From an optimization exercise on the open Yosys and OpenROAD flow, aimed at small area, a short achievable clock period and few clock cycles per item; shortcuts taken in it are not production practice. No run shown here included a check of the RTL's function; only the layout flow was run. Power figures rest on the tool's default switching activity, not on a simulated workload.

[design.v]
module qpsk_mimo_modulator #(
    parameter int R_W = 16,
    parameter int Y_W = 20
) (
    input  logic              i_clk,
    input  logic              i_reset_n,
    input  logic              i_r_load,
    input  logic [20*R_W-1:0] i_r,
    input  logic              i_bit_vld,
    input  logic              i_bit,
    output logic              o_bit_rdy,
    output logic              o_vld,
    input  logic              i_rdy,
    output logic [8*Y_W-1:0]  o_y_hat,
    output logic              o_busy
);
    logic [9:0][15:0] ra, rb;
    logic [2:0]       p;           
    logic [2:0]       cnt;         
    logic [6:0]       col;         
    logic [7:0]       x;           
    logic             xv;          
    logic             win;         
    logic             fin;         
    logic             vld;
    logic             rdy_n;       
    logic             busy;
    logic             p0_n;        
    logic             p0;
    logic       p7, act, acc, acc8, wr_lo;
    logic [7:3] wr_d;
    logic       xv_n, win_n, vld_n;
    logic [2:0] p_n, cnt_n;
    assign p0    = ~p0_n;
    assign p7    = (p == 3'd7);
    assign act   = (p0 & xv) | win;
    assign acc   = i_bit_vld & ~rdy_n;
    assign acc8  = acc & (cnt == 3'd7);
    assign wr_lo = win & (p == 3'd2) & ~vld;
    always_comb
        for (int d = 3; d < 8; d++) wr_d[d] = win & (p == 3'(d));
    assign p_n   = i_r_load ? 3'd0 : p + 3'd1;
    assign cnt_n = acc ? cnt + 3'd1 : cnt;
    assign xv_n  = acc8 | (xv & ~(win & p7));
    assign win_n = act & ~p7 & ~((p == 3'd2) & vld);
    assign vld_n = fin | (vld & ~i_rdy);
    assign o_bit_rdy = ~rdy_n;
    assign o_vld     = vld;
    assign o_busy    = busy;
    always_ff @(posedge i_clk or negedge i_reset_n) begin
        if (!i_reset_n) begin
            p    <= '0;
            p0_n <= 1'b0;
            cnt  <= '0;
            xv   <= 1'b0;
            win  <= 1'b0;
            fin  <= 1'b0;
            vld  <= 1'b0;
            rdy_n <= 1'b0;
            busy <= 1'b0;
        end else begin
            p    <= p_n;
            p0_n <= (p_n != 3'd0);
            cnt  <= cnt_n;
            xv   <= xv_n;
            win  <= win_n;
            fin  <= win & p7;
            vld  <= vld_n;
            busy <= xv_n | (win & p7) | vld_n;
            rdy_n <= ~((cnt_n != 3'd7) | ~xv_n | (win_n & (p_n == 3'd7)));
        end
    end
    always_ff @(posedge i_clk)
        x <= acc8 ? ({i_bit, col} ^ {8{~p_n[0]}}) : ~x;
    always_ff @(posedge i_clk) begin
        if (i_r_load) begin
            for (int k = 0; k < 10; k++) begin
                ra[k] <= ~(i_r[32*k +: 16] ^ 16'h8000);
                rb[k] <= ~(i_r[32*k+16 +: 16] ^ 16'h8000);
            end
        end else begin
            for (int k = 0; k < 10; k++) begin
                ra[k] <= ~{ra[k][1:0], ra[k][15:2]};
                rb[k] <= ~{rb[k][1:0], rb[k][15:2]};
            end
        end
        if (acc) col <= {i_bit, col[6:1]};
    end
    logic [7:0] g0_u0, g0_u1, g0_ng, g0_si, g0_st, g0_co;
    logic [1:0] g0_dig, g0_dq1, g0_dq2;
    logic [3:0] g0_top;
    logic [19:0] g0_y;
    logic g0_t1, g0_t2, g0_t3, g0_t4, g0_t5, g0_t6, g0_t7, g0_t8, g0_t9, g0_t10, g0_t11, g0_t12, g0_t13, g0_t14, g0_t15, g0_t16, g0_t17, g0_t18, g0_t19, g0_t20, g0_t21, g0_t22, g0_t23, g0_t24, g0_t25, g0_t26, g0_t27, g0_t28, g0_t29, g0_t30, g0_t31, g0_t32;
    logic g0_p1, g0_p2, g0_p3, g0_p4, g0_p5, g0_p6, g0_p7, g0_p8, g0_p9, g0_p10, g0_p11, g0_p12, g0_p13, g0_p14, g0_p15, g0_p16;
    assign g0_u0[0] = ra[0][0] ^ x[0];
    assign g0_u1[0] = ra[0][1] ^ x[0];
    assign g0_ng[0] = ~(x[0]);
    assign g0_u0[1] = rb[0][0] ^ ~x[1];
    assign g0_u1[1] = rb[0][1] ^ ~x[1];
    assign g0_ng[1] = ~(~x[1]);
    assign g0_u0[2] = ra[1][0] ^ x[2];
    assign g0_u1[2] = ra[1][1] ^ x[2];
    assign g0_ng[2] = ~(x[2]);
    assign g0_u0[3] = rb[1][0] ^ ~x[3];
    assign g0_u1[3] = rb[1][1] ^ ~x[3];
    assign g0_ng[3] = ~(~x[3]);
    assign g0_u0[4] = ra[3][0] ^ x[4];
    assign g0_u1[4] = ra[3][1] ^ x[4];
    assign g0_ng[4] = ~(x[4]);
    assign g0_u0[5] = rb[3][0] ^ ~x[5];
    assign g0_u1[5] = rb[3][1] ^ ~x[5];
    assign g0_ng[5] = ~(~x[5]);
    assign g0_u0[6] = ra[6][0] ^ x[6];
    assign g0_u1[6] = ra[6][1] ^ x[6];
    assign g0_ng[6] = ~(x[6]);
    assign g0_u0[7] = rb[6][0] ^ ~x[7];
    assign g0_u1[7] = rb[6][1] ^ ~x[7];
    assign g0_ng[7] = ~(~x[7]);
    assign g0_si = p0 ? g0_ng : g0_st;
    assign g0_dig = {g0_t31, g0_t15};
    assign g0_co = {g0_t32, g0_t30, g0_t28, g0_t26, g0_t24, g0_t22, g0_t20, g0_t18};
    assign g0_top = {g0_p15, g0_p13, g0_p11, g0_p7};
    assign g0_t1 = g0_u0[0] ^ g0_u0[1] ^ g0_u0[2];
    assign g0_t2 = (g0_u0[0] & g0_u0[1]) | (g0_u0[0] & g0_u0[2]) | (g0_u0[1] & g0_u0[2]);
    assign g0_t3 = g0_u0[3] ^ g0_u0[4] ^ g0_u0[5];
    assign g0_t4 = (g0_u0[3] & g0_u0[4]) | (g0_u0[3] & g0_u0[5]) | (g0_u0[4] & g0_u0[5]);
    assign g0_t5 = g0_u0[6] ^ g0_u0[7] ^ g0_si[0];
    assign g0_t6 = (g0_u0[6] & g0_u0[7]) | (g0_u0[6] & g0_si[0]) | (g0_u0[7] & g0_si[0]);
    assign g0_t7 = g0_si[1] ^ g0_si[2] ^ g0_si[3];
    assign g0_t8 = (g0_si[1] & g0_si[2]) | (g0_si[1] & g0_si[3]) | (g0_si[2] & g0_si[3]);
    assign g0_t9 = g0_si[4] ^ g0_si[5] ^ g0_si[6];
    assign g0_t10 = (g0_si[4] & g0_si[5]) | (g0_si[4] & g0_si[6]) | (g0_si[5] & g0_si[6]);
    assign g0_t11 = g0_si[7] ^ g0_t1 ^ g0_t3;
    assign g0_t12 = (g0_si[7] & g0_t1) | (g0_si[7] & g0_t3) | (g0_t1 & g0_t3);
    assign g0_t13 = g0_t5 ^ g0_t7 ^ g0_t9;
    assign g0_t14 = (g0_t5 & g0_t7) | (g0_t5 & g0_t9) | (g0_t7 & g0_t9);
    assign g0_t15 = g0_t11 ^ g0_t13;
    assign g0_t16 = g0_t11 & g0_t13;
    assign g0_t17 = g0_u1[0] ^ g0_u1[1] ^ g0_u1[2];
    assign g0_t18 = (g0_u1[0] & g0_u1[1]) | (g0_u1[0] & g0_u1[2]) | (g0_u1[1] & g0_u1[2]);
    assign g0_t19 = g0_u1[3] ^ g0_u1[4] ^ g0_u1[5];
    assign g0_t20 = (g0_u1[3] & g0_u1[4]) | (g0_u1[3] & g0_u1[5]) | (g0_u1[4] & g0_u1[5]);
    assign g0_t21 = g0_u1[6] ^ g0_u1[7] ^ g0_t2;
    assign g0_t22 = (g0_u1[6] & g0_u1[7]) | (g0_u1[6] & g0_t2) | (g0_u1[7] & g0_t2);
    assign g0_t23 = g0_t4 ^ g0_t6 ^ g0_t8;
    assign g0_t24 = (g0_t4 & g0_t6) | (g0_t4 & g0_t8) | (g0_t6 & g0_t8);
    assign g0_t25 = g0_t10 ^ g0_t17 ^ g0_t19;
    assign g0_t26 = (g0_t10 & g0_t17) | (g0_t10 & g0_t19) | (g0_t17 & g0_t19);
    assign g0_t27 = g0_t12 ^ g0_t14 ^ g0_t21;
    assign g0_t28 = (g0_t12 & g0_t14) | (g0_t12 & g0_t21) | (g0_t14 & g0_t21);
    assign g0_t29 = g0_t23 ^ g0_t25 ^ g0_t16;
    assign g0_t30 = (g0_t23 & g0_t25) | (g0_t23 & g0_t16) | (g0_t25 & g0_t16);
    assign g0_t31 = g0_t27 ^ g0_t29;
    assign g0_t32 = g0_t27 & g0_t29;
    assign g0_p1 = g0_st[0] ^ g0_st[1] ^ g0_st[2];
    assign g0_p2 = (g0_st[0] & g0_st[1]) | (g0_st[0] & g0_st[2]) | (g0_st[1] & g0_st[2]);
    assign g0_p3 = g0_st[3] ^ g0_st[4] ^ g0_st[5];
    assign g0_p4 = (g0_st[3] & g0_st[4]) | (g0_st[3] & g0_st[5]) | (g0_st[4] & g0_st[5]);
    assign g0_p5 = g0_st[6] ^ g0_st[7] ^ g0_p1;
    assign g0_p6 = (g0_st[6] & g0_st[7]) | (g0_st[6] & g0_p1) | (g0_st[7] & g0_p1);
    assign g0_p7 = g0_p3 ^ g0_p5;
    assign g0_p8 = g0_p3 & g0_p5;
    assign g0_p9 = g0_p2 ^ g0_p4 ^ g0_p6;
    assign g0_p10 = (g0_p2 & g0_p4) | (g0_p2 & g0_p6) | (g0_p4 & g0_p6);
    assign g0_p11 = g0_p8 ^ g0_p9;
    assign g0_p12 = g0_p8 & g0_p9;
    assign g0_p13 = 1'b1 ^ g0_p10 ^ g0_p12;
    assign g0_p14 = (1'b1 & g0_p10) | (1'b1 & g0_p12) | (g0_p10 & g0_p12);
    assign g0_p15 = 1'b1 ^ g0_p14;
    assign g0_p16 = 1'b1 & g0_p14;
    always_ff @(posedge i_clk) begin
        g0_st  <= g0_co;
        g0_dq1 <= g0_dig;
        g0_dq2 <= g0_dq1;
        if (wr_lo) g0_y[5:0] <= {g0_dig, g0_dq1, g0_dq2};
        if (wr_d[3]) g0_y[7:6]   <= g0_dig;
        if (wr_d[4]) g0_y[9:8]   <= g0_dig;
        if (wr_d[5]) g0_y[11:10] <= g0_dig;
        if (wr_d[6]) g0_y[13:12] <= g0_dig;
        if (wr_d[7]) g0_y[15:14] <= g0_dig;
        if (fin) g0_y[19:16] <= g0_top;
    end
    assign o_y_hat[0 +: 20] = g0_y;
    logic [7:0] g1_u0, g1_u1, g1_ng, g1_si, g1_st, g1_co;
    logic [1:0] g1_dig, g1_dq1, g1_dq2;
    logic [3:0] g1_top;
    logic [19:0] g1_y;
    logic g1_t1, g1_t2, g1_t3, g1_t4, g1_t5, g1_t6, g1_t7, g1_t8, g1_t9, g1_t10, g1_t11, g1_t12, g1_t13, g1_t14, g1_t15, g1_t16, g1_t17, g1_t18, g1_t19, g1_t20, g1_t21, g1_t22, g1_t23, g1_t24, g1_t25, g1_t26, g1_t27, g1_t28, g1_t29, g1_t30, g1_t31, g1_t32;
    logic g1_p1, g1_p2, g1_p3, g1_p4, g1_p5, g1_p6, g1_p7, g1_p8, g1_p9, g1_p10, g1_p11, g1_p12, g1_p13, g1_p14, g1_p15, g1_p16;
    assign g1_u0[0] = rb[0][0] ^ x[0];
    assign g1_u1[0] = rb[0][1] ^ x[0];
    assign g1_ng[0] = ~(x[0]);
    assign g1_u0[1] = ra[0][0] ^ x[1];
    assign g1_u1[1] = ra[0][1] ^ x[1];
    assign g1_ng[1] = ~(x[1]);
    assign g1_u0[2] = rb[1][0] ^ x[2];
    assign g1_u1[2] = rb[1][1] ^ x[2];
    assign g1_ng[2] = ~(x[2]);
    assign g1_u0[3] = ra[1][0] ^ x[3];
    assign g1_u1[3] = ra[1][1] ^ x[3];
    assign g1_ng[3] = ~(x[3]);
    assign g1_u0[4] = rb[3][0] ^ x[4];
    assign g1_u1[4] = rb[3][1] ^ x[4];
    assign g1_ng[4] = ~(x[4]);
    assign g1_u0[5] = ra[3][0] ^ x[5];
    assign g1_u1[5] = ra[3][1] ^ x[5];
    assign g1_ng[5] = ~(x[5]);
    assign g1_u0[6] = rb[6][0] ^ x[6];
    assign g1_u1[6] = rb[6][1] ^ x[6];
    assign g1_ng[6] = ~(x[6]);
    assign g1_u0[7] = ra[6][0] ^ x[7];
    assign g1_u1[7] = ra[6][1] ^ x[7];
    assign g1_ng[7] = ~(x[7]);
    assign g1_si = p0 ? g1_ng : g1_st;
    assign g1_dig = {g1_t31, g1_t15};
    assign g1_co = {g1_t32, g1_t30, g1_t28, g1_t26, g1_t24, g1_t22, g1_t20, g1_t18};
    assign g1_top = {g1_p15, g1_p13, g1_p11, g1_p7};
    assign g1_t1 = g1_u0[0] ^ g1_u0[1] ^ g1_u0[2];
    assign g1_t2 = (g1_u0[0] & g1_u0[1]) | (g1_u0[0] & g1_u0[2]) | (g1_u0[1] & g1_u0[2]);
    assign g1_t3 = g1_u0[3] ^ g1_u0[4] ^ g1_u0[5];
    assign g1_t4 = (g1_u0[3] & g1_u0[4]) | (g1_u0[3] & g1_u0[5]) | (g1_u0[4] & g1_u0[5]);
    assign g1_t5 = g1_u0[6] ^ g1_u0[7] ^ g1_si[0];
    assign g1_t6 = (g1_u0[6] & g1_u0[7]) | (g1_u0[6] & g1_si[0]) | (g1_u0[7] & g1_si[0]);
    assign g1_t7 = g1_si[1] ^ g1_si[2] ^ g1_si[3];
    assign g1_t8 = (g1_si[1] & g1_si[2]) | (g1_si[1] & g1_si[3]) | (g1_si[2] & g1_si[3]);
    assign g1_t9 = g1_si[4] ^ g1_si[5] ^ g1_si[6];
    assign g1_t10 = (g1_si[4] & g1_si[5]) | (g1_si[4] & g1_si[6]) | (g1_si[5] & g1_si[6]);
    assign g1_t11 = g1_si[7] ^ g1_t1 ^ g1_t3;
    assign g1_t12 = (g1_si[7] & g1_t1) | (g1_si[7] & g1_t3) | (g1_t1 & g1_t3);
    assign g1_t13 = g1_t5 ^ g1_t7 ^ g1_t9;
    assign g1_t14 = (g1_t5 & g1_t7) | (g1_t5 & g1_t9) | (g1_t7 & g1_t9);
    assign g1_t15 = g1_t11 ^ g1_t13;
    assign g1_t16 = g1_t11 & g1_t13;
    assign g1_t17 = g1_u1[0] ^ g1_u1[1] ^ g1_u1[2];
    assign g1_t18 = (g1_u1[0] & g1_u1[1]) | (g1_u1[0] & g1_u1[2]) | (g1_u1[1] & g1_u1[2]);
    assign g1_t19 = g1_u1[3] ^ g1_u1[4] ^ g1_u1[5];
    assign g1_t20 = (g1_u1[3] & g1_u1[4]) | (g1_u1[3] & g1_u1[5]) | (g1_u1[4] & g1_u1[5]);
    assign g1_t21 = g1_u1[6] ^ g1_u1[7] ^ g1_t2;
    assign g1_t22 = (g1_u1[6] & g1_u1[7]) | (g1_u1[6] & g1_t2) | (g1_u1[7] & g1_t2);
    assign g1_t23 = g1_t4 ^ g1_t6 ^ g1_t8;
    assign g1_t24 = (g1_t4 & g1_t6) | (g1_t4 & g1_t8) | (g1_t6 & g1_t8);
    assign g1_t25 = g1_t10 ^ g1_t17 ^ g1_t19;
    assign g1_t26 = (g1_t10 & g1_t17) | (g1_t10 & g1_t19) | (g1_t17 & g1_t19);
    assign g1_t27 = g1_t12 ^ g1_t14 ^ g1_t21;
    assign g1_t28 = (g1_t12 & g1_t14) | (g1_t12 & g1_t21) | (g1_t14 & g1_t21);
    assign g1_t29 = g1_t23 ^ g1_t25 ^ g1_t16;
    assign g1_t30 = (g1_t23 & g1_t25) | (g1_t23 & g1_t16) | (g1_t25 & g1_t16);
    assign g1_t31 = g1_t27 ^ g1_t29;
    assign g1_t32 = g1_t27 & g1_t29;
    assign g1_p1 = g1_st[0] ^ g1_st[1] ^ g1_st[2];
    assign g1_p2 = (g1_st[0] & g1_st[1]) | (g1_st[0] & g1_st[2]) | (g1_st[1] & g1_st[2]);
    assign g1_p3 = g1_st[3] ^ g1_st[4] ^ g1_st[5];
    assign g1_p4 = (g1_st[3] & g1_st[4]) | (g1_st[3] & g1_st[5]) | (g1_st[4] & g1_st[5]);
    assign g1_p5 = g1_st[6] ^ g1_st[7] ^ g1_p1;
    assign g1_p6 = (g1_st[6] & g1_st[7]) | (g1_st[6] & g1_p1) | (g1_st[7] & g1_p1);
    assign g1_p7 = g1_p3 ^ g1_p5;
    assign g1_p8 = g1_p3 & g1_p5;
    assign g1_p9 = g1_p2 ^ g1_p4 ^ g1_p6;
    assign g1_p10 = (g1_p2 & g1_p4) | (g1_p2 & g1_p6) | (g1_p4 & g1_p6);
    assign g1_p11 = g1_p8 ^ g1_p9;
    assign g1_p12 = g1_p8 & g1_p9;
    assign g1_p13 = 1'b1 ^ g1_p10 ^ g1_p12;
    assign g1_p14 = (1'b1 & g1_p10) | (1'b1 & g1_p12) | (g1_p10 & g1_p12);
    assign g1_p15 = 1'b1 ^ g1_p14;
    assign g1_p16 = 1'b1 & g1_p14;
    always_ff @(posedge i_clk) begin
        g1_st  <= g1_co;
        g1_dq1 <= g1_dig;
        g1_dq2 <= g1_dq1;
        if (wr_lo) g1_y[5:0] <= {g1_dig, g1_dq1, g1_dq2};
        if (wr_d[3]) g1_y[7:6]   <= g1_dig;
        if (wr_d[4]) g1_y[9:8]   <= g1_dig;
        if (wr_d[5]) g1_y[11:10] <= g1_dig;
        if (wr_d[6]) g1_y[13:12] <= g1_dig;
        if (wr_d[7]) g1_y[15:14] <= g1_dig;
        if (fin) g1_y[19:16] <= g1_top;
    end
    assign o_y_hat[20 +: 20] = g1_y;
    logic [5:0] g2_u0, g2_u1, g2_ng, g2_si, g2_st, g2_co;
    logic [1:0] g2_dig, g2_dq1, g2_dq2;
    logic [3:0] g2_top;
    logic [19:0] g2_y;
    logic g2_t1, g2_t2, g2_t3, g2_t4, g2_t5, g2_t6, g2_t7, g2_t8, g2_t9, g2_t10, g2_t11, g2_t12, g2_t13, g2_t14, g2_t15, g2_t16, g2_t17, g2_t18, g2_t19, g2_t20, g2_t21, g2_t22, g2_t23, g2_t24;
    logic g2_p1, g2_p2, g2_p3, g2_p4, g2_p5, g2_p6, g2_p7, g2_p8, g2_p9, g2_p10, g2_p11, g2_p12;
    assign g2_u0[0] = ra[2][0] ^ x[2];
    assign g2_u1[0] = ra[2][1] ^ x[2];
    assign g2_ng[0] = ~(x[2]);
    assign g2_u0[1] = rb[2][0] ^ ~x[3];
    assign g2_u1[1] = rb[2][1] ^ ~x[3];
    assign g2_ng[1] = ~(~x[3]);
    assign g2_u0[2] = ra[4][0] ^ x[4];
    assign g2_u1[2] = ra[4][1] ^ x[4];
    assign g2_ng[2] = ~(x[4]);
    assign g2_u0[3] = rb[4][0] ^ ~x[5];
    assign g2_u1[3] = rb[4][1] ^ ~x[5];
    assign g2_ng[3] = ~(~x[5]);
    assign g2_u0[4] = ra[7][0] ^ x[6];
    assign g2_u1[4] = ra[7][1] ^ x[6];
    assign g2_ng[4] = ~(x[6]);
    assign g2_u0[5] = rb[7][0] ^ ~x[7];
    assign g2_u1[5] = rb[7][1] ^ ~x[7];
    assign g2_ng[5] = ~(~x[7]);
    assign g2_si = p0 ? g2_ng : g2_st;
    assign g2_dig = {g2_t23, g2_t11};
    assign g2_co = {g2_t24, g2_t22, g2_t20, g2_t18, g2_t16, g2_t14};
    assign g2_top = {g2_p11, g2_p9, g2_p7, g2_p5};
    assign g2_t1 = g2_u0[0] ^ g2_u0[1] ^ g2_u0[2];
    assign g2_t2 = (g2_u0[0] & g2_u0[1]) | (g2_u0[0] & g2_u0[2]) | (g2_u0[1] & g2_u0[2]);
    assign g2_t3 = g2_u0[3] ^ g2_u0[4] ^ g2_u0[5];
    assign g2_t4 = (g2_u0[3] & g2_u0[4]) | (g2_u0[3] & g2_u0[5]) | (g2_u0[4] & g2_u0[5]);
    assign g2_t5 = g2_si[0] ^ g2_si[1] ^ g2_si[2];
    assign g2_t6 = (g2_si[0] & g2_si[1]) | (g2_si[0] & g2_si[2]) | (g2_si[1] & g2_si[2]);
    assign g2_t7 = g2_si[3] ^ g2_si[4] ^ g2_si[5];
    assign g2_t8 = (g2_si[3] & g2_si[4]) | (g2_si[3] & g2_si[5]) | (g2_si[4] & g2_si[5]);
    assign g2_t9 = g2_t1 ^ g2_t3 ^ g2_t5;
    assign g2_t10 = (g2_t1 & g2_t3) | (g2_t1 & g2_t5) | (g2_t3 & g2_t5);
    assign g2_t11 = g2_t7 ^ g2_t9;
    assign g2_t12 = g2_t7 & g2_t9;
    assign g2_t13 = g2_u1[0] ^ g2_u1[1] ^ g2_u1[2];
    assign g2_t14 = (g2_u1[0] & g2_u1[1]) | (g2_u1[0] & g2_u1[2]) | (g2_u1[1] & g2_u1[2]);
    assign g2_t15 = g2_u1[3] ^ g2_u1[4] ^ g2_u1[5];
    assign g2_t16 = (g2_u1[3] & g2_u1[4]) | (g2_u1[3] & g2_u1[5]) | (g2_u1[4] & g2_u1[5]);
    assign g2_t17 = g2_t2 ^ g2_t4 ^ g2_t6;
    assign g2_t18 = (g2_t2 & g2_t4) | (g2_t2 & g2_t6) | (g2_t4 & g2_t6);
    assign g2_t19 = g2_t8 ^ g2_t13 ^ g2_t15;
    assign g2_t20 = (g2_t8 & g2_t13) | (g2_t8 & g2_t15) | (g2_t13 & g2_t15);
    assign g2_t21 = g2_t10 ^ g2_t17 ^ g2_t19;
    assign g2_t22 = (g2_t10 & g2_t17) | (g2_t10 & g2_t19) | (g2_t17 & g2_t19);
    assign g2_t23 = g2_t12 ^ g2_t21;
    assign g2_t24 = g2_t12 & g2_t21;
    assign g2_p1 = g2_st[0] ^ g2_st[1] ^ g2_st[2];
    assign g2_p2 = (g2_st[0] & g2_st[1]) | (g2_st[0] & g2_st[2]) | (g2_st[1] & g2_st[2]);
    assign g2_p3 = g2_st[3] ^ g2_st[4] ^ g2_st[5];
    assign g2_p4 = (g2_st[3] & g2_st[4]) | (g2_st[3] & g2_st[5]) | (g2_st[4] & g2_st[5]);
    assign g2_p5 = 1'b1 ^ g2_p1 ^ g2_p3;
    assign g2_p6 = (1'b1 & g2_p1) | (1'b1 & g2_p3) | (g2_p1 & g2_p3);
    assign g2_p7 = g2_p2 ^ g2_p4 ^ g2_p6;
    assign g2_p8 = (g2_p2 & g2_p4) | (g2_p2 & g2_p6) | (g2_p4 & g2_p6);
    assign g2_p9 = 1'b1 ^ g2_p8;
    assign g2_p10 = 1'b1 & g2_p8;
    assign g2_p11 = 1'b1 ^ g2_p10;
    assign g2_p12 = 1'b1 & g2_p10;
    always_ff @(posedge i_clk) begin
        g2_st  <= g2_co;
        g2_dq1 <= g2_dig;
        g2_dq2 <= g2_dq1;
        if (wr_lo) g2_y[5:0] <= {g2_dig, g2_dq1, g2_dq2};
        if (wr_d[3]) g2_y[7:6]   <= g2_dig;
        if (wr_d[4]) g2_y[9:8]   <= g2_dig;
        if (wr_d[5]) g2_y[11:10] <= g2_dig;
        if (wr_d[6]) g2_y[13:12] <= g2_dig;
        if (wr_d[7]) g2_y[15:14] <= g2_dig;
        if (fin) g2_y[19:16] <= g2_top;
    end
    assign o_y_hat[40 +: 20] = g2_y;
    logic [5:0] g3_u0, g3_u1, g3_ng, g3_si, g3_st, g3_co;
    logic [1:0] g3_dig, g3_dq1, g3_dq2;
    logic [3:0] g3_top;
    logic [19:0] g3_y;
    logic g3_t1, g3_t2, g3_t3, g3_t4, g3_t5, g3_t6, g3_t7, g3_t8, g3_t9, g3_t10, g3_t11, g3_t12, g3_t13, g3_t14, g3_t15, g3_t16, g3_t17, g3_t18, g3_t19, g3_t20, g3_t21, g3_t22, g3_t23, g3_t24;
    logic g3_p1, g3_p2, g3_p3, g3_p4, g3_p5, g3_p6, g3_p7, g3_p8, g3_p9, g3_p10, g3_p11, g3_p12;
    assign g3_u0[0] = rb[2][0] ^ x[2];
    assign g3_u1[0] = rb[2][1] ^ x[2];
    assign g3_ng[0] = ~(x[2]);
    assign g3_u0[1] = ra[2][0] ^ x[3];
    assign g3_u1[1] = ra[2][1] ^ x[3];
    assign g3_ng[1] = ~(x[3]);
    assign g3_u0[2] = rb[4][0] ^ x[4];
    assign g3_u1[2] = rb[4][1] ^ x[4];
    assign g3_ng[2] = ~(x[4]);
    assign g3_u0[3] = ra[4][0] ^ x[5];
    assign g3_u1[3] = ra[4][1] ^ x[5];
    assign g3_ng[3] = ~(x[5]);
    assign g3_u0[4] = rb[7][0] ^ x[6];
    assign g3_u1[4] = rb[7][1] ^ x[6];
    assign g3_ng[4] = ~(x[6]);
    assign g3_u0[5] = ra[7][0] ^ x[7];
    assign g3_u1[5] = ra[7][1] ^ x[7];
    assign g3_ng[5] = ~(x[7]);
    assign g3_si = p0 ? g3_ng : g3_st;
    assign g3_dig = {g3_t23, g3_t11};
    assign g3_co = {g3_t24, g3_t22, g3_t20, g3_t18, g3_t16, g3_t14};
    assign g3_top = {g3_p11, g3_p9, g3_p7, g3_p5};
    assign g3_t1 = g3_u0[0] ^ g3_u0[1] ^ g3_u0[2];
    assign g3_t2 = (g3_u0[0] & g3_u0[1]) | (g3_u0[0] & g3_u0[2]) | (g3_u0[1] & g3_u0[2]);
    assign g3_t3 = g3_u0[3] ^ g3_u0[4] ^ g3_u0[5];
    assign g3_t4 = (g3_u0[3] & g3_u0[4]) | (g3_u0[3] & g3_u0[5]) | (g3_u0[4] & g3_u0[5]);
    assign g3_t5 = g3_si[0] ^ g3_si[1] ^ g3_si[2];
    assign g3_t6 = (g3_si[0] & g3_si[1]) | (g3_si[0] & g3_si[2]) | (g3_si[1] & g3_si[2]);
    assign g3_t7 = g3_si[3] ^ g3_si[4] ^ g3_si[5];
    assign g3_t8 = (g3_si[3] & g3_si[4]) | (g3_si[3] & g3_si[5]) | (g3_si[4] & g3_si[5]);
    assign g3_t9 = g3_t1 ^ g3_t3 ^ g3_t5;
    assign g3_t10 = (g3_t1 & g3_t3) | (g3_t1 & g3_t5) | (g3_t3 & g3_t5);
    assign g3_t11 = g3_t7 ^ g3_t9;
    assign g3_t12 = g3_t7 & g3_t9;
    assign g3_t13 = g3_u1[0] ^ g3_u1[1] ^ g3_u1[2];
    assign g3_t14 = (g3_u1[0] & g3_u1[1]) | (g3_u1[0] & g3_u1[2]) | (g3_u1[1] & g3_u1[2]);
    assign g3_t15 = g3_u1[3] ^ g3_u1[4] ^ g3_u1[5];
    assign g3_t16 = (g3_u1[3] & g3_u1[4]) | (g3_u1[3] & g3_u1[5]) | (g3_u1[4] & g3_u1[5]);
    assign g3_t17 = g3_t2 ^ g3_t4 ^ g3_t6;
    assign g3_t18 = (g3_t2 & g3_t4) | (g3_t2 & g3_t6) | (g3_t4 & g3_t6);
    assign g3_t19 = g3_t8 ^ g3_t13 ^ g3_t15;
    assign g3_t20 = (g3_t8 & g3_t13) | (g3_t8 & g3_t15) | (g3_t13 & g3_t15);
    assign g3_t21 = g3_t10 ^ g3_t17 ^ g3_t19;
    assign g3_t22 = (g3_t10 & g3_t17) | (g3_t10 & g3_t19) | (g3_t17 & g3_t19);
    assign g3_t23 = g3_t12 ^ g3_t21;
    assign g3_t24 = g3_t12 & g3_t21;
    assign g3_p1 = g3_st[0] ^ g3_st[1] ^ g3_st[2];
    assign g3_p2 = (g3_st[0] & g3_st[1]) | (g3_st[0] & g3_st[2]) | (g3_st[1] & g3_st[2]);
    assign g3_p3 = g3_st[3] ^ g3_st[4] ^ g3_st[5];
    assign g3_p4 = (g3_st[3] & g3_st[4]) | (g3_st[3] & g3_st[5]) | (g3_st[4] & g3_st[5]);
    assign g3_p5 = 1'b1 ^ g3_p1 ^ g3_p3;
    assign g3_p6 = (1'b1 & g3_p1) | (1'b1 & g3_p3) | (g3_p1 & g3_p3);
    assign g3_p7 = g3_p2 ^ g3_p4 ^ g3_p6;
    assign g3_p8 = (g3_p2 & g3_p4) | (g3_p2 & g3_p6) | (g3_p4 & g3_p6);
    assign g3_p9 = 1'b1 ^ g3_p8;
    assign g3_p10 = 1'b1 & g3_p8;
    assign g3_p11 = 1'b1 ^ g3_p10;
    assign g3_p12 = 1'b1 & g3_p10;
    always_ff @(posedge i_clk) begin
        g3_st  <= g3_co;
        g3_dq1 <= g3_dig;
        g3_dq2 <= g3_dq1;
        if (wr_lo) g3_y[5:0] <= {g3_dig, g3_dq1, g3_dq2};
        if (wr_d[3]) g3_y[7:6]   <= g3_dig;
        if (wr_d[4]) g3_y[9:8]   <= g3_dig;
        if (wr_d[5]) g3_y[11:10] <= g3_dig;
        if (wr_d[6]) g3_y[13:12] <= g3_dig;
        if (wr_d[7]) g3_y[15:14] <= g3_dig;
        if (fin) g3_y[19:16] <= g3_top;
    end
    assign o_y_hat[60 +: 20] = g3_y;
    logic [3:0] g4_u0, g4_u1, g4_ng, g4_si, g4_st, g4_co;
    logic [1:0] g4_dig, g4_dq1, g4_dq2;
    logic [3:0] g4_top;
    logic [19:0] g4_y;
    logic g4_t1, g4_t2, g4_t3, g4_t4, g4_t5, g4_t6, g4_t7, g4_t8, g4_t9, g4_t10, g4_t11, g4_t12, g4_t13, g4_t14, g4_t15, g4_t16;
    logic g4_p1, g4_p2, g4_p3, g4_p4, g4_p5, g4_p6, g4_p7, g4_p8, g4_p9, g4_p10;
    assign g4_u0[0] = ra[5][0] ^ x[4];
    assign g4_u1[0] = ra[5][1] ^ x[4];
    assign g4_ng[0] = ~(x[4]);
    assign g4_u0[1] = rb[5][0] ^ ~x[5];
    assign g4_u1[1] = rb[5][1] ^ ~x[5];
    assign g4_ng[1] = ~(~x[5]);
    assign g4_u0[2] = ra[8][0] ^ x[6];
    assign g4_u1[2] = ra[8][1] ^ x[6];
    assign g4_ng[2] = ~(x[6]);
    assign g4_u0[3] = rb[8][0] ^ ~x[7];
    assign g4_u1[3] = rb[8][1] ^ ~x[7];
    assign g4_ng[3] = ~(~x[7]);
    assign g4_si = p0 ? g4_ng : g4_st;
    assign g4_dig = {g4_t15, g4_t7};
    assign g4_co = {g4_t16, g4_t14, g4_t12, g4_t10};
    assign g4_top = {g4_p9, g4_p7, g4_p5, g4_p3};
    assign g4_t1 = g4_u0[0] ^ g4_u0[1] ^ g4_u0[2];
    assign g4_t2 = (g4_u0[0] & g4_u0[1]) | (g4_u0[0] & g4_u0[2]) | (g4_u0[1] & g4_u0[2]);
    assign g4_t3 = g4_u0[3] ^ g4_si[0] ^ g4_si[1];
    assign g4_t4 = (g4_u0[3] & g4_si[0]) | (g4_u0[3] & g4_si[1]) | (g4_si[0] & g4_si[1]);
    assign g4_t5 = g4_si[2] ^ g4_si[3] ^ g4_t1;
    assign g4_t6 = (g4_si[2] & g4_si[3]) | (g4_si[2] & g4_t1) | (g4_si[3] & g4_t1);
    assign g4_t7 = g4_t3 ^ g4_t5;
    assign g4_t8 = g4_t3 & g4_t5;
    assign g4_t9 = g4_u1[0] ^ g4_u1[1] ^ g4_u1[2];
    assign g4_t10 = (g4_u1[0] & g4_u1[1]) | (g4_u1[0] & g4_u1[2]) | (g4_u1[1] & g4_u1[2]);
    assign g4_t11 = g4_u1[3] ^ g4_t2 ^ g4_t4;
    assign g4_t12 = (g4_u1[3] & g4_t2) | (g4_u1[3] & g4_t4) | (g4_t2 & g4_t4);
    assign g4_t13 = g4_t9 ^ g4_t6 ^ g4_t11;
    assign g4_t14 = (g4_t9 & g4_t6) | (g4_t9 & g4_t11) | (g4_t6 & g4_t11);
    assign g4_t15 = g4_t8 ^ g4_t13;
    assign g4_t16 = g4_t8 & g4_t13;
    assign g4_p1 = g4_st[0] ^ g4_st[1] ^ g4_st[2];
    assign g4_p2 = (g4_st[0] & g4_st[1]) | (g4_st[0] & g4_st[2]) | (g4_st[1] & g4_st[2]);
    assign g4_p3 = g4_st[3] ^ g4_p1;
    assign g4_p4 = g4_st[3] & g4_p1;
    assign g4_p5 = 1'b1 ^ g4_p2 ^ g4_p4;
    assign g4_p6 = (1'b1 & g4_p2) | (1'b1 & g4_p4) | (g4_p2 & g4_p4);
    assign g4_p7 = 1'b1 ^ g4_p6;
    assign g4_p8 = 1'b1 & g4_p6;
    assign g4_p9 = 1'b1 ^ g4_p8;
    assign g4_p10 = 1'b1 & g4_p8;
    always_ff @(posedge i_clk) begin
        g4_st  <= g4_co;
        g4_dq1 <= g4_dig;
        g4_dq2 <= g4_dq1;
        if (wr_lo) g4_y[5:0] <= {g4_dig, g4_dq1, g4_dq2};
        if (wr_d[3]) g4_y[7:6]   <= g4_dig;
        if (wr_d[4]) g4_y[9:8]   <= g4_dig;
        if (wr_d[5]) g4_y[11:10] <= g4_dig;
        if (wr_d[6]) g4_y[13:12] <= g4_dig;
        if (wr_d[7]) g4_y[15:14] <= g4_dig;
        if (fin) g4_y[19:16] <= g4_top;
    end
    assign o_y_hat[80 +: 20] = g4_y;
    logic [3:0] g5_u0, g5_u1, g5_ng, g5_si, g5_st, g5_co;
    logic [1:0] g5_dig, g5_dq1, g5_dq2;
    logic [3:0] g5_top;
    logic [19:0] g5_y;
    logic g5_t1, g5_t2, g5_t3, g5_t4, g5_t5, g5_t6, g5_t7, g5_t8, g5_t9, g5_t10, g5_t11, g5_t12, g5_t13, g5_t14, g5_t15, g5_t16;
    logic g5_p1, g5_p2, g5_p3, g5_p4, g5_p5, g5_p6, g5_p7, g5_p8, g5_p9, g5_p10;
    assign g5_u0[0] = rb[5][0] ^ x[4];
    assign g5_u1[0] = rb[5][1] ^ x[4];
    assign g5_ng[0] = ~(x[4]);
    assign g5_u0[1] = ra[5][0] ^ x[5];
    assign g5_u1[1] = ra[5][1] ^ x[5];
    assign g5_ng[1] = ~(x[5]);
    assign g5_u0[2] = rb[8][0] ^ x[6];
    assign g5_u1[2] = rb[8][1] ^ x[6];
    assign g5_ng[2] = ~(x[6]);
    assign g5_u0[3] = ra[8][0] ^ x[7];
    assign g5_u1[3] = ra[8][1] ^ x[7];
    assign g5_ng[3] = ~(x[7]);
    assign g5_si = p0 ? g5_ng : g5_st;
    assign g5_dig = {g5_t15, g5_t7};
    assign g5_co = {g5_t16, g5_t14, g5_t12, g5_t10};
    assign g5_top = {g5_p9, g5_p7, g5_p5, g5_p3};
    assign g5_t1 = g5_u0[0] ^ g5_u0[1] ^ g5_u0[2];
    assign g5_t2 = (g5_u0[0] & g5_u0[1]) | (g5_u0[0] & g5_u0[2]) | (g5_u0[1] & g5_u0[2]);
    assign g5_t3 = g5_u0[3] ^ g5_si[0] ^ g5_si[1];
    assign g5_t4 = (g5_u0[3] & g5_si[0]) | (g5_u0[3] & g5_si[1]) | (g5_si[0] & g5_si[1]);
    assign g5_t5 = g5_si[2] ^ g5_si[3] ^ g5_t1;
    assign g5_t6 = (g5_si[2] & g5_si[3]) | (g5_si[2] & g5_t1) | (g5_si[3] & g5_t1);
    assign g5_t7 = g5_t3 ^ g5_t5;
    assign g5_t8 = g5_t3 & g5_t5;
    assign g5_t9 = g5_u1[0] ^ g5_u1[1] ^ g5_u1[2];
    assign g5_t10 = (g5_u1[0] & g5_u1[1]) | (g5_u1[0] & g5_u1[2]) | (g5_u1[1] & g5_u1[2]);
    assign g5_t11 = g5_u1[3] ^ g5_t2 ^ g5_t4;
    assign g5_t12 = (g5_u1[3] & g5_t2) | (g5_u1[3] & g5_t4) | (g5_t2 & g5_t4);
    assign g5_t13 = g5_t9 ^ g5_t6 ^ g5_t11;
    assign g5_t14 = (g5_t9 & g5_t6) | (g5_t9 & g5_t11) | (g5_t6 & g5_t11);
    assign g5_t15 = g5_t8 ^ g5_t13;
    assign g5_t16 = g5_t8 & g5_t13;
    assign g5_p1 = g5_st[0] ^ g5_st[1] ^ g5_st[2];
    assign g5_p2 = (g5_st[0] & g5_st[1]) | (g5_st[0] & g5_st[2]) | (g5_st[1] & g5_st[2]);
    assign g5_p3 = g5_st[3] ^ g5_p1;
    assign g5_p4 = g5_st[3] & g5_p1;
    assign g5_p5 = 1'b1 ^ g5_p2 ^ g5_p4;
    assign g5_p6 = (1'b1 & g5_p2) | (1'b1 & g5_p4) | (g5_p2 & g5_p4);
    assign g5_p7 = 1'b1 ^ g5_p6;
    assign g5_p8 = 1'b1 & g5_p6;
    assign g5_p9 = 1'b1 ^ g5_p8;
    assign g5_p10 = 1'b1 & g5_p8;
    always_ff @(posedge i_clk) begin
        g5_st  <= g5_co;
        g5_dq1 <= g5_dig;
        g5_dq2 <= g5_dq1;
        if (wr_lo) g5_y[5:0] <= {g5_dig, g5_dq1, g5_dq2};
        if (wr_d[3]) g5_y[7:6]   <= g5_dig;
        if (wr_d[4]) g5_y[9:8]   <= g5_dig;
        if (wr_d[5]) g5_y[11:10] <= g5_dig;
        if (wr_d[6]) g5_y[13:12] <= g5_dig;
        if (wr_d[7]) g5_y[15:14] <= g5_dig;
        if (fin) g5_y[19:16] <= g5_top;
    end
    assign o_y_hat[100 +: 20] = g5_y;
    logic [1:0] g6_u0, g6_u1, g6_ng, g6_si, g6_st, g6_co;
    logic [1:0] g6_dig, g6_dq1, g6_dq2;
    logic [3:0] g6_top;
    logic [19:0] g6_y;
    logic g6_t1, g6_t2, g6_t3, g6_t4, g6_t5, g6_t6, g6_t7, g6_t8;
    logic g6_p1, g6_p2, g6_p3, g6_p4, g6_p5, g6_p6, g6_p7, g6_p8;
    assign g6_u0[0] = ra[9][0] ^ x[6];
    assign g6_u1[0] = ra[9][1] ^ x[6];
    assign g6_ng[0] = ~(x[6]);
    assign g6_u0[1] = rb[9][0] ^ ~x[7];
    assign g6_u1[1] = rb[9][1] ^ ~x[7];
    assign g6_ng[1] = ~(~x[7]);
    assign g6_si = p0 ? g6_ng : g6_st;
    assign g6_dig = {g6_t7, g6_t3};
    assign g6_co = {g6_t8, g6_t6};
    assign g6_top = {g6_p7, g6_p5, g6_p3, g6_p1};
    assign g6_t1 = g6_u0[0] ^ g6_u0[1] ^ g6_si[0];
    assign g6_t2 = (g6_u0[0] & g6_u0[1]) | (g6_u0[0] & g6_si[0]) | (g6_u0[1] & g6_si[0]);
    assign g6_t3 = g6_si[1] ^ g6_t1;
    assign g6_t4 = g6_si[1] & g6_t1;
    assign g6_t5 = g6_u1[0] ^ g6_u1[1] ^ g6_t2;
    assign g6_t6 = (g6_u1[0] & g6_u1[1]) | (g6_u1[0] & g6_t2) | (g6_u1[1] & g6_t2);
    assign g6_t7 = g6_t4 ^ g6_t5;
    assign g6_t8 = g6_t4 & g6_t5;
    assign g6_p1 = g6_st[0] ^ g6_st[1] ^ 1'b1;
    assign g6_p2 = (g6_st[0] & g6_st[1]) | (g6_st[0] & 1'b1) | (g6_st[1] & 1'b1);
    assign g6_p3 = 1'b1 ^ g6_p2;
    assign g6_p4 = 1'b1 & g6_p2;
    assign g6_p5 = 1'b1 ^ g6_p4;
    assign g6_p6 = 1'b1 & g6_p4;
    assign g6_p7 = 1'b1 ^ g6_p6;
    assign g6_p8 = 1'b1 & g6_p6;
    always_ff @(posedge i_clk) begin
        g6_st  <= g6_co;
        g6_dq1 <= g6_dig;
        g6_dq2 <= g6_dq1;
        if (wr_lo) g6_y[5:0] <= {g6_dig, g6_dq1, g6_dq2};
        if (wr_d[3]) g6_y[7:6]   <= g6_dig;
        if (wr_d[4]) g6_y[9:8]   <= g6_dig;
        if (wr_d[5]) g6_y[11:10] <= g6_dig;
        if (wr_d[6]) g6_y[13:12] <= g6_dig;
        if (wr_d[7]) g6_y[15:14] <= g6_dig;
        if (fin) g6_y[19:16] <= g6_top;
    end
    assign o_y_hat[120 +: 20] = g6_y;
    logic [1:0] g7_u0, g7_u1, g7_ng, g7_si, g7_st, g7_co;
    logic [1:0] g7_dig, g7_dq1, g7_dq2;
    logic [3:0] g7_top;
    logic [19:0] g7_y;
    logic g7_t1, g7_t2, g7_t3, g7_t4, g7_t5, g7_t6, g7_t7, g7_t8;
    logic g7_p1, g7_p2, g7_p3, g7_p4, g7_p5, g7_p6, g7_p7, g7_p8;
    assign g7_u0[0] = rb[9][0] ^ x[6];
    assign g7_u1[0] = rb[9][1] ^ x[6];
    assign g7_ng[0] = ~(x[6]);
    assign g7_u0[1] = ra[9][0] ^ x[7];
    assign g7_u1[1] = ra[9][1] ^ x[7];
    assign g7_ng[1] = ~(x[7]);
    assign g7_si = p0 ? g7_ng : g7_st;
    assign g7_dig = {g7_t7, g7_t3};
    assign g7_co = {g7_t8, g7_t6};
    assign g7_top = {g7_p7, g7_p5, g7_p3, g7_p1};
    assign g7_t1 = g7_u0[0] ^ g7_u0[1] ^ g7_si[0];
    assign g7_t2 = (g7_u0[0] & g7_u0[1]) | (g7_u0[0] & g7_si[0]) | (g7_u0[1] & g7_si[0]);
    assign g7_t3 = g7_si[1] ^ g7_t1;
    assign g7_t4 = g7_si[1] & g7_t1;
    assign g7_t5 = g7_u1[0] ^ g7_u1[1] ^ g7_t2;
    assign g7_t6 = (g7_u1[0] & g7_u1[1]) | (g7_u1[0] & g7_t2) | (g7_u1[1] & g7_t2);
    assign g7_t7 = g7_t4 ^ g7_t5;
    assign g7_t8 = g7_t4 & g7_t5;
    assign g7_p1 = g7_st[0] ^ g7_st[1] ^ 1'b1;
    assign g7_p2 = (g7_st[0] & g7_st[1]) | (g7_st[0] & 1'b1) | (g7_st[1] & 1'b1);
    assign g7_p3 = 1'b1 ^ g7_p2;
    assign g7_p4 = 1'b1 & g7_p2;
    assign g7_p5 = 1'b1 ^ g7_p4;
    assign g7_p6 = 1'b1 & g7_p4;
    assign g7_p7 = 1'b1 ^ g7_p6;
    assign g7_p8 = 1'b1 & g7_p6;
    always_ff @(posedge i_clk) begin
        g7_st  <= g7_co;
        g7_dq1 <= g7_dig;
        g7_dq2 <= g7_dq1;
        if (wr_lo) g7_y[5:0] <= {g7_dig, g7_dq1, g7_dq2};
        if (wr_d[3]) g7_y[7:6]   <= g7_dig;
        if (wr_d[4]) g7_y[9:8]   <= g7_dig;
        if (wr_d[5]) g7_y[11:10] <= g7_dig;
        if (wr_d[6]) g7_y[13:12] <= g7_dig;
        if (wr_d[7]) g7_y[15:14] <= g7_dig;
        if (fin) g7_y[19:16] <= g7_top;
    end
    assign o_y_hat[140 +: 20] = g7_y;
endmodule
[flow/run.sh]
#!/bin/bash
# Standard ORFS layout (the standard.sh) with two changes to how it is built:
#  - ports are buffered with buf_1 cells instead of the resizer's default pick
#  - timing repair aims for 8.4 ns of setup slack beyond the SDC's (the SDC is unchanged)
export BUFFER_PORTS_ARGS="-buffer_cell sky130_fd_sc_hd__buf_1"
export SETUP_SLACK_MARGIN=8.4
bash standard.sh > standard.log 2>&1
[standard.sh]
#!/bin/bash
# synth_recipe.tcl (not shown) runs the flow's synth.tcl, then flattens the netlist and writes it again
# the make line also repeats each setting of config.mk as NAME=value (left out here)
make -C /OpenROAD-flow-scripts/flow DESIGN_CONFIG=/design/flow/config.mk WORK_HOME=/design/flow/orfs CLKGATE_MAP_FILE= SYNTH_SCRIPT=/design/flow/synth_recipe.tcl "${@:-finish}"
[config.mk]
export PLATFORM = sky130hd
export DESIGN_NAME = qpsk_mimo_modulator
export DESIGN_NICKNAME = qpsk_mimo_modulator
export VERILOG_FILES = /design/flow/design.v
export SDC_FILE = /design/flow/constraint.sdc
export NUM_CORES = 4
export LEC_CHECK = 0
export CAP_MARGIN = 50
export CORE_MARGIN = 2
export CORE_UTILIZATION = 60
export CTS_BUF_LIST = sky130_fd_sc_hd__clkbuf_16
export CTS_CLUSTER_DIAMETER = 80
export CTS_CLUSTER_SIZE = 28
export SLEW_MARGIN = 60
[constraint.sdc]
create_clock -name core_clock -period 12.0 [get_ports {i_clk}]
set_input_delay 2.4000 -clock core_clock [delete_from_list [all_inputs] [get_ports {i_clk}]]
set_output_delay 2.4000 -clock core_clock [all_outputs]
set_load 0.01 [all_outputs]
==> results of run 1 <==
-- stage by stage --
step	worst slack (ps)	instances	instance area, µm²
CTS	8320	2326	23800
finish	8350	2329	23900
floorplan	8590	1392	20500
detailed placement	6960	2273	22800
global route	8310	2329	23900
global placement	6730	2269	22600
-- placed cells by master (no fill, tap or decap), types with 4 or more instances in the layout --
master / Yosys / final
bufbuf_16: 0 / 6
o21ai_0: 13 / 13
dfrtp_1: 13 / 11
xor2_1: 57 / 57
buf_16: 0 / 6
nand2b_1: 4 / 4
fa_1: 80 / 80
a21o_1: 13 / 13
inv_1: 116 / 126
clkbuf_16: 0 / 27
mux2i_1: 310 / 310
nor2_1: 8 / 7
o21ai_1: 10 / 10
dfxtp_1: 400 / 395
buf_4: 24 / 6
xnor2_1: 32 / 32
dfxtp_2: 0 / 4
nand2_1: 33 / 33
buf_2: 32 / 6
a21oi_1: 19 / 19
ha_1: 38 / 36
buf_1: 0 / 473
clkbuf_2: 0 / 8
edfxtp_1: 159 / 159
-- state kept, by name, indices dropped and copies added, names as in the netlist, 3 cells and up --
name,count
g6_y,18
g7_y,18
cnt,3
rb,160
g1_y,20
g0_st,8
g4_y,19
g0_y,20
x,8
g2_st,6
g5_st,4
g3_y,19
col,7
g4_st,4
g2_y,19
p,3
ra,160
g1_st,8
g5_y,19
g3_st,6
-- cell type report --
class                           count  area, µm²
Inverter                          116        435
Clock inverter                     18        133
Clock buffer                       25        626
Fill cell                        2481       9730
Tap cell                          448        561
Antenna cell                        1       2.50
Timing Repair Buffer              512       2370
Multi-Input combinational cell    637       6640
Sequential cell                   572      13100
-- layer usage --
| layer | wire (µm) | vias up | global-route usage |
|---|---|---|---|
| met3 | 3540 | 44 | 0.0601 |
| met2 | 20600 | 398 | 0.403 |
| li1 | - | 5583 | - |
| met4 | 759 | 0 | 0.0505 |
| met5 | 0 | - | 0 |
| met1 | 17600 | 5463 | 0.306 |
-- report_power, final --
part           switching (mW)  leakage, nW  internal [mW]  total, mW
Combinational            2.06         4.84           1.22       3.28
Sequential              0.197         4.97           3.27       3.46
Clock                   0.573        0.412          0.413      0.986
Total                    2.83         10.2           4.90       7.73
-- cell families (layout without fill, tap and decap cells) --
group,after synthesis,in the layout,synth area share
XOR/XNOR,89,89,0.0380
other,0,1,0
flip-flops,572,572,0.638
AND/OR/NAND/NOR,58,58,0.0131
buffers and inverters,183,671,0.0401
AO/OA/AOI/OAI,60,60,0.0172
adder cells (fa/ha/maj),118,118,0.101
multiplexers,312,312,0.152
-- worst max path at each step --
stage | from | endpoint | slack [ps] | cells after the start
2_1_floorplan | i_bit_vld | rdy_n | 8590 | 4
3_3_place_gp | i_r_load | rdy_n | 6730 | 5
3_5_place_dp | i_r_load | rb[133] | 6960 | 7
4_1_cts | g2_y[18] | o_y_hat[58] | 8320 | 1
5_1_grt | g2_y[18] | o_y_hat[59] | 8310 | 1
6_report | g2_y[18] | o_y_hat[58] | 8350 | 1
-- what timing repair did --
item / in CTS / in global routing
resized for setup: 15 / 12
endpoints found under the setup margin: 164 / 52
buffers inserted: 2 / 1
hold endpoints to repair: 0 / 0
gates cloned: 8 / 1
==> summary.md, run 1 <==
| Metric | Value |
|---|---|
| Endpoints failing setup | 0 |
| Number of global-route vias before repair | around 12000 |
| Area leader, netlist | dfxtp_1 |
| Cell Rows | 67 |
| Post-Syn Area | 0.0205 mm² |
| Total CTS buffers | 25 |
| Setup TNS | 0 ps |
| Buf/Inv on CP | 1 |
| TritonCTS clock tree | yes |
| Post-Syn Area per Cell | 14.8 µm² |
| Synth Instances | roughly 1400 |
| Hold depth | 0 |
| Worst r2r dst | g3_y[5] |
| Worst Path Arrival | between 1000 and 1500 ps |
| Layout cells sized above 1 | 0.0489 |
| Synth Flop Type | dfxtp_1 |
| H-tree depth | 1 |
| Initial antenna violation count | 1 |
| Commonest cells in the synthesized netlist | 400 x dfxtp_1, 310 x mux2i_1, 159 x edfxtp_1 |
| Sinks on Clock Net | roughly 570 |
| Global placement routability congestion | 0.804 |
| Setup crit end kind | output port |
| First-pass DRT Iterations | 5 |
| Critical path fanouts, max | 2 |
| Grt total ovfl | 0 |
| Root buf cell | clkbuf_16 |
| Worst setup path class | flip-flop to output port |
| Min Tclk post-route | approximately 3700 ps |
| WP data required | 9600 ps |
| Worst R2R Start | p0_n |
| First-pass GRT wire length | approximately 64000 µm |
| NumNets Final | ~2300 |
| Tcrit/Tclk final | 0.305 |
| Seq cells post-synth | 572 |
| Reg2Reg Depth | 8 |
| Synth cell types | 34 |
| Slowest-stage cell, CP | edfxtp_1 |
| Top cell type's share of synthesized area | 0.390 |
| Largest net degree at the start of global routing | 55 |
| Area Growth Syn to Fin | 16.3% |
| Slew Limit Fails | 0 |
| Die footprint | around 0.036 mm² |
| Crit path launch type | flip-flop |
| Net Count, Synth | approximately 1800 |
| CP peak stage delay | ~510 ps |
| Total power | 7.73 mW |
| Clk slew on worst S/H paths | 100 ps |
| EDFF count, synth | ~160 |
| Synth async-reset ratio | 0.0227 |
| Detailed-route via count | around 11000 |
| Final Skew | ~26 ps |
| Max-Cap Viols | 0 |
| # DRC | 0 |
| Die width | ~190 µm |
| Hold path start | g7_dq1[0] |
| Hold WS | around 340 ps |
| Pwr Density | 324 mW/mm² |
| Post-CTS Hold Buffers | 0 |
| Initial core utilization | 0.611 |
| Avg WL per Cell | between 15 and 20 µm |
| Final ANT Viol Nets | 0 |
| Worst hold path class | flip-flop to flip-flop |
| I/O pins | 489 |
| Ys Warns | 1 |
| Clock buffer depth | 3 |
| Status | timing/DRC/antenna clean |
| Aggregate global-route resource usage | 0.236 |
| Upper clock frequency limit | between 200 and 300 MHz |
| Via density | between 4 and 5 |
| Seq/Total Area, Yosys | 0.638 |
| Top-count cell post-synth | dfxtp_1 |
| Core Box Area | roughly 0.034 mm² |
| LEAKAGE | 10.2 nW |
| Fin util | 0.711 |
| Worst vdd ir | about 0.41 mV |
| Die height | 189 µm |
| Critical path, cell by cell | buf_1 |
| Hpwl dp | roughly 32000 µm |
| Worst-Skew Late Latency | 580 ps |
| Flop-to-flop setup slack | around 8500 ps |
| WHS Endpoint | g7_dq2[0] |
| Port Buffer Count | between 400 and 500 |
| Final hold viol count | 0 |
| Routed wire length | 42600 µm |
| Least-Margin Pin Slew | 562 ps |
| Delay-heaviest family, CP | flip-flops |
| Synth area leaders | dfxtp_1 39%, edfxtp_1 23%, mux2i_1 15% |
| Unrepaired setup endpoints after global routing | true |
| Initial DRC count | 467 |
| Slew Limit Headroom | 0.624 |
==> run 2, diff against run 1 <==
==> flow/run.sh (replaced) <==
#!/bin/bash
# Standard ORFS layout (the standard.sh) with these changes to how it is built:
#  - ports are buffered with buf_1 cells instead of the resizer's default pick
#  - timing repair aims for 8.5 ns of setup slack beyond the SDC's (the SDC is unchanged)
#  - before placement repair, a max fanout of 16 is set so high-fanout nets get buffer trees
export BUFFER_PORTS_ARGS="-buffer_cell sky130_fd_sc_hd__buf_1"
export SETUP_SLACK_MARGIN=8.5
export PRE_RESIZE_TCL=$PWD/flow/pre_resize.tcl
bash standard.sh > standard.log 2>&1
==> flow/pre_resize.tcl (new file) <==
# Limit fanout so repair_design builds buffer trees for high-fanout nets (e.g. i_r_load)
# instead of long buffer chains.
set_max_fanout 16 [current_design]
--- a/config.mk
+++ b/config.mk
@@ -11,4 +11,4 @@
 export CTS_BUF_LIST = sky130_fd_sc_hd__clkbuf_16
-export CTS_CLUSTER_DIAMETER = 80
-export CTS_CLUSTER_SIZE = 28
+export CTS_CLUSTER_DIAMETER = 100
+export CTS_CLUSTER_SIZE = 25
 export SLEW_MARGIN = 60
==> summary.md, run 2 <==
| Metric | Value |
|---|---|
| I/O pins | a little under 500 |
| Area leader, netlist | dfxtp_1 |
| Cell Rows | between 60 and 70 |
| Global placement routability congestion | 0.804 |
| Tcrit/Tclk final | 0.304 |
| Internal Power | about 5 mW |
| Max-Cap Viols | 0 |
| Post-Syn Area per Cell | 14.8 µm² |
| Synth async-reset ratio | 0.0227 |
| Largest net degree at the start of global routing | 27 |
| Pwr Density | ~330 mW/mm² |
| Root buf cell | clkbuf_16 |
| Initial DRC count | 516 |
| H-tree depth | 1 |
| Setup TNS | 0 ps |
| Number of standard cells in the final layout excluding fillers | between 2000 and 2500 |
| Die height | 189 µm |
| Fill count | ~2500 |
| Setup crit end kind | output port |
| Sequential share of power | 0.430 |
| Port Buffer Count | between 400 and 500 |
| Slew Limit Fails | 0 |
| Routed wire length | 43400 µm |
| Synth area leaders | dfxtp_1 39%, edfxtp_1 23%, mux2i_1 15% |
| Slowest-stage cell, CP | edfxtp_1 |
| Area share of fa/ha/maj cells after synthesis | 0.101 |
| Largest family of logic cells by synthesized area | multiplexers |
| NumNets Final | roughly 2400 |
| Worst hold path class | flip-flop to flip-flop |
| Synth cell types | 34 |
| LEAKAGE | 10.7 nW |
| Synth Area in Simple Gates | 0.0131 |
| NetSw | a little under 3 mW |
| Clock power share | 0.120 |
| Least-Margin Pin Slew | a little under 500 ps |
| Clock buffer depth | 3 |
| WP data required | approximately 9600 ps |
| Ys Warns | 1 |
| Seq cells post-synth | roughly 570 |
| Endpoints failing setup | 0 |
| Total CTS buffers | 26 |
| Final ANT Viol Nets | 0 |
| Crit path launch type | flip-flop |
| Die width | roughly 190 µm |
| Post-Syn Area | ~0.021 mm² |
| Synth Flop Type | dfxtp_1 |
| Top cell type's share of synthesized area | 0.390 |
| Final Skew | ~26 ps |
| XOR/XNOR Fraction of Synth Area | 0.0380 |
| Top layer reached by signal wires | met4 |
| CP peak stage delay | around 500 ps |
| # DRC | 0 |
| Gate power share | 0.451 |
| Clk slew on worst S/H paths | ~100 ps |
| First-pass GRT wire length | around 65000 µm |
| Synth Instances | 1392 |
| Slew Limit Headroom | 0.675 |
| Area Growth Syn to Fin | 18.6% |
| Worst Path Arrival | between 1000 and 1500 ps |
| Seq/Total Area, Yosys | 0.638 |
| Grt total ovfl | 0 |
| Sinks on Clock Net | between 500 and 600 |
| Buf/Inv on CP | 1 |
| Top-count cell post-synth | dfxtp_1 |
| Multi-input gate area | roughly 0.0067 mm² |
| TritonCTS clock tree | yes |
| Finished layout cell area | between 0.02 and 0.025 mm² |
| Core Box Area | 0.0336 mm² |
| DP Cell Count | about 2300 |
| Status | timing/DRC/antenna clean |
| Commonest non-fill, non-tap cells in the layout | 395 x dfxtp_1, 377 x buf_1, 310 x mux2i_1 |
| Detailed-route via count | 11600 |
| Initial core utilization | 0.611 |
| Upper clock frequency limit | 274 MHz |
| WL met2 | 21300 µm |
| Final hold viol count | 0 |
| Storage cell area | approximately 0.013 mm² |
| Worst vdd ir | ~0.52 mV |
| Commonest cells in the synthesized netlist | 400 x dfxtp_1, 310 x mux2i_1, 159 x edfxtp_1 |
| EDFF count, synth | between 150 and 200 |
| Post-CTS Hold Buffers | 0 |
| Most common cell after layout, fill and taps aside | dfxtp_1 |
| Net Count, Synth | between 1500 and 2000 |
| Worst-Skew Late Latency | ~570 ps |
| Hpwl dp | approximately 34000 µm |
| Layout cells sized above 1 | 0.126 |
| Avg WL per Cell | ~18 µm |
| Total power | 8.07 mW |
| Die footprint | about 0.036 mm² |
| Initial antenna violation count | 1 |
| Delay-heaviest family, CP | flip-flops |
| Biggest regs | ra x160, rb x160 |
| Critical path, cell by cell | buf_1 |
| Unrepaired setup endpoints after global routing | true |
| Critical path fanouts, max | 2 |
| Worst setup path class | flip-flop to output port |
| Placement Cell Area | 0.0229 mm² |
| Compound-Gate Fraction of Synth Area | 0.0172 |
| Via density | between 4 and 5 |
| Met3 routed WL | 3620 µm |
| Switching Share | 0.365 |
| Min Tclk post-route | 3640 ps |
| Number of global-route vias before repair | 11700 |
| Post-synthesis mux area share | 0.152 |
| Aggregate global-route resource usage | 0.239 |
| M1 WL | between 15000 and 20000 µm |
| First-pass DRT Iterations | 4 |
[run 2: cell counts after synthesis]
No cell type changed its count.
[run 2: final timing paths]
| path | startpoint | endpoint | slack, ps | cells past startpoint |
|---|---|---|---|---|
| max | g2_y[18] | o_y_hat[59] | 8360 | 1 |
| min | g3_dq1[0] | g3_dq2[0] | 340 | 0 |
| max reg2reg | p0_n | g1_y[9] | 8530 | 12 |
| min reg2reg | g3_dq1[0] | g3_dq2[0] | 340 | 0 |
| max in group asynchronous | i_reset_n | p0_n | 10010 | 1 |
| min in group asynchronous | i_reset_n | p[0] | 1710 | 1 |
[run 2: metal layers]
layer | vias up | global-route usage
met3 | 39 | 0.0654
met1 | 5543 | 0.304
li1 | 5670 | -
met5 | - | 0
met4 | 0 | 0.0463
met2 | 383 | 0.413
[run 2: metrics by stage]
step                      utilization  setup slack [ps]  hold slack, ps
after floorplan                     -              8590             327
after global placement          0.674              6730             328
after detailed placement        0.682              4780             333
after CTS                       0.716              8330             342
after global routing            0.725              8310             348
final                           0.725              8360             341
[run 2: cell families after synthesis]
| family | after synthesis |
|---|---|
| fa+ha+maj | 118 |
| xor+xnor | 89 |
| buf+inv | 183 |
| mux | 312 |
| flops | 572 |
| simple gates | 58 |
| compound gates | 60 |
[run 2: final cells by class]
cell class,instances,area share
antenna,1,0.000103
sequential,572,0.538
multi-input combinational,637,0.277
tap,448,0.0230
timing repair buffer,557,0.113
clock inverter,16,0.00252
clock buffer,27,0.0277
inverter,116,0.0179
[run 2: repair_timing]
action / CTS / global route
pin swaps: 4 / 16
gates cloned: 1 / 1
hold endpoints to repair: 0 / 0
setup endpoints to repair: 450 / 184
buffers inserted: 12 / 7
resized for setup: 141 / 114
[run 2: power by group through the flow]
stage | logic, mW | registers [mW] | clock network (mW)
after floorplan | 2.04 | 3.45 | 0
after global placement | 3.15 | 3.50 | 0
after detailed placement | 3.29 | 3.51 | 0
after CTS | 3.56 | 3.47 | 0.992
after global routing | 4.13 | 3.51 | 1.06
final | 3.64 | 3.47 | 0.965

## afterwards: timing with drivers on the ports
How much do the figures lean on ideal ports? The routed layouts below were timed once more, with nothing changed but the port constraints. Step 1 assumes that a clkbuf_16 drives the clock port and a buf_2 every other input. Step 2 adds t to the input delays and takes it off the output delays; t is the mean of the earliest and latest rising clock arrival at the registers after step 1. Input paths then give back, and output paths get back, about the clock's delay inside the block. Three values: ideal ports, drivers, drivers and shift; two values: the first two.
run	t, ns	setup WS [ns]	hold WS [ns]	worst data-port slew with drivers (ns)
run 1	0.619	8.346 / 8.291 / 7.833	0.338 / 0.338 / 0.338	0.09
run 2	0.614	8.356 / 8.302 / 7.920	0.341 / 0.341 / 0.341	0.09
After both steps setup and hold are still met in every run listed. The setup slack of run 1, which loses most, moves by -0.055 ns with the drivers and by -0.513 ns with both steps.
